Background: an optimization exercise with open tools, aiming at small area, a short achievable clock period and few clock cycles. Do not read the settings as production practice. Only simulation tests tie the RTL to the original design; equivalence was not proved. Power figures rest on the tool's default switching activity, not on a simulated workload.

Setup of rev 12:
// pipe_exe
module pipe_exe (
    input  logic        clk,
    input  logic        rst,
    input  logic        Dstall,
    input  logic        Dw_rf,
    input  logic        Dw_dm,
    input  logic        Dw_hi,
    input  logic        Dw_lo,
    input  logic        Ddiv,
    input  logic        Dsign,
    input  logic        DisGoto,
    input  logic [3:0]  Daluc,
    input  logic        Dasource,
    input  logic        Dbsource,
    input  logic [2:0]  Drfsource,
    input  logic [31:0] DRs,
    input  logic [31:0] DRt,
    input  logic [31:0] Dimm,
    input  logic [31:0] Dpc4,
    input  logic [4:0]  Drn,
    output logic [31:0] Ealu,
    output logic [4:0]  Ern,
    output logic        Ew_rf,
    output logic        Ew_dm,
    output logic        EisGoto,
    output logic [2:0]  Erfsource,
    output logic [31:0] Ehi,
    output logic [31:0] Elo,
    output logic        Ew_hi,
    output logic        Ew_lo,
    output logic [31:0] ERt,
    output logic        div_busy
);
For scale: roughly 2900 cells after synthesis, ~190 flip-flops, roughly 290 I/O pins, roughly 22000 µm² of cells after synthesis.
export LEC_CHECK = 0
export CAP_MARGIN = 20
export CORE_MARGIN = 2
export CORE_UTILIZATION = 40
export PLACE_DENSITY = 0.6
export SETUP_SLACK_MARGIN = 3.25
export SLEW_MARGIN = 20
create_clock -name core_clock -period 8.5 [get_ports {clk}]
standard.sh (not shown) runs the stock make flow with config.mk's settings and CLKGATE_MAP_FILE= SYNTH_SCRIPT=/design/flow/synth_recipe.tcl, a recipe that flattens the netlist after the stock synthesis.
==> flow/flow/run.sh <==
#!/bin/bash
# The standard layout (standard.sh), except that the port buffers are made
# from the smallest buffer cell, sky130_fd_sc_hd__buf_1, instead of the cell
# buffer_ports picks by default. Every port still gets its buffer.
set -euo pipefail
export BUFFER_PORTS_ARGS="-buffer_cell sky130_fd_sc_hd__buf_1"
bash standard.sh > standard.log 2>&1
Testbench counts of rev 12, summed over its fixed seeds: cycles 28,016.
### rev 12 -> rev 13
--- a/flow/design.v
+++ b/flow/design.v
@@ -81,13 +81,13 @@
     logic [4:0]  rn_q;
     logic [2:0]  rfs_q;
     logic        wrf_q, wdm_q, whi_q, wlo_q, goto_q;
     logic [31:0] rem_q, quo_q;
     logic [33:0] dvs_q;
     logic [3:0]  cnt_q;
-    logic        rneg_q, nqc_q, qneg_q, quick_q, dz_q;
+    logic        rneg_q, bneg_q, qneg_q, quick_q, dz_q;
     assign busy = setup_q | run_q;
     logic [31:0] opa, opb;
     logic        goto_d;
     assign opa    = Dasource ? {27'b0, Dimm[10:6]} : DRs;
     assign opb    = Dbsource ? Dimm : DRt;
     assign goto_d = DisGoto && !Dstall;
@@ -168,15 +168,18 @@
     assign bneg  = Dsign && opb[31];
     assign dz    = (opb == 32'd0);
     assign na    = lzp(aneg ? {~opa[30:0], 1'b1} : opa);
     assign nb    = lzp((opb ^ {32{bneg}}) | 32'd1);
     assign pdiff = {1'b0, nb} - {1'b0, na};
     assign quick = dz || pdiff[5];
+    logic        nq_ctl, nr_ctl;
     logic [31:0] negr;
-    assign negq   = nqc_q  ? 32'd0 - quo_q : quo_q;
-    assign negr   = rneg_q ? 32'd0 - rem_q : rem_q;
+    assign nq_ctl = setup_q ? bneg_q : (qneg_q && !quick_q);
+    assign nr_ctl = rneg_q && !quick_q;
+    assign negq   = nq_ctl ? 32'd0 - quo_q : quo_q;
+    assign negr   = nr_ctl ? 32'd0 - rem_q : rem_q;
     logic        q1, q2;
     logic [31:0] r1, r2;
     pipe_div u_s1 (.r(rem_q), .d(dvs_q),               .q(q1), .r_nx(r1));
     pipe_div u_s2 (.r(r1),    .d({1'b0, dvs_q[33:1]}), .q(q2), .r_nx(r2));
     always_ff @(posedge clk) begin
         if (rst) begin
@@ -189,21 +192,20 @@
     end
     always_ff @(posedge clk) begin
         if (!busy) begin
             rem_q   <= opa;
             quo_q   <= opb;
             cnt_q   <= pdiff[3:0];
-            rneg_q  <= aneg && !quick;
-            nqc_q   <= bneg && !quick;
+            rneg_q  <= aneg;
+            bneg_q  <= bneg;
             qneg_q  <= aneg ^ bneg;
             quick_q <= quick;
             dz_q    <= dz;
         end else if (setup_q) begin
             rem_q  <= negr;
             quo_q  <= '0;
-            nqc_q  <= qneg_q;
         end else begin
             rem_q  <= r2;
             quo_q  <= {quo_q[29:0], q1, q2};
             cnt_q  <= cnt_q - 4'd1;
         end
     end
--- outcome ---
Rev 12 completed every stage of the flow, and the final layout passed the timing, DRC and antenna checks. Rev 13 finished end to end and its layout was clean on timing, DRC and antenna. A critical-path cell with the highest stage delay of sky130_fd_sc_hd__or4_4 is what rev 13 shows, while sky130_fd_sc_hd__a221o_1 belongs to rev 12. Clock buffer and inverter area fraction after layout of rev 13 is on par with rev 12. For the critical path depth, rev 13 came in about 14% higher than rev 12 did. Rev 12 consumes less power than rev 13. Looking at buffers plus inverters on the worst setup path across rev 13 and rev 12, the one that comes out higher is rev 13. dvs_q[7] as the beginning of the critical path was reported by rev 12, and dvs_q[10] by rev 13. Compared with rev 12, number of vias per cell after detailed routing in rev 13 decreased by a few percent. Rev 13 ends up with a number of antenna violations at the first check in global routing that is 3 lower than in rev 12. Rev 13 vs rev 12: internal power up by more than 10%.
Testbench counts of rev 13, summed over its fixed seeds: cycles 28,016.

-- re-timing with driven ports --
No port has a modelled driver above. Below, the same layouts with a new extraction and two added sets of constraints.
Step 1 sets driving cells, clkbuf_16 on the clock port and buf_2 on the other inputs (assumed; they add their load-dependent delay and slew).
Step 2, shift: input delay + t, output delay - t, t = (earliest + latest rising clock arrival at the registers) / 2. This alone moves slack from input paths to output paths.
Three values: no drivers, after step 1, after step 2; two values: the first two.
run	shift t [ns]	slack for setup (ns)	worst hold slack (ns)	clock arrival spread, ns	pins driven straight from the clock port
rev 12	0.562	3.268 / 3.268 / 2.782	0.458 / 0.458 / 0.458	0.018 / 0.018	1
rev 13	0.571	3.175 / 3.175 / 2.701	0.460 / 0.460 / 0.460	0.019 / 0.019	1
After both steps every run listed still meets setup and hold. For rev 12, which loses most, drivers alone change the setup slack by 0.000 ns; drivers and shift together by -0.486 ns.
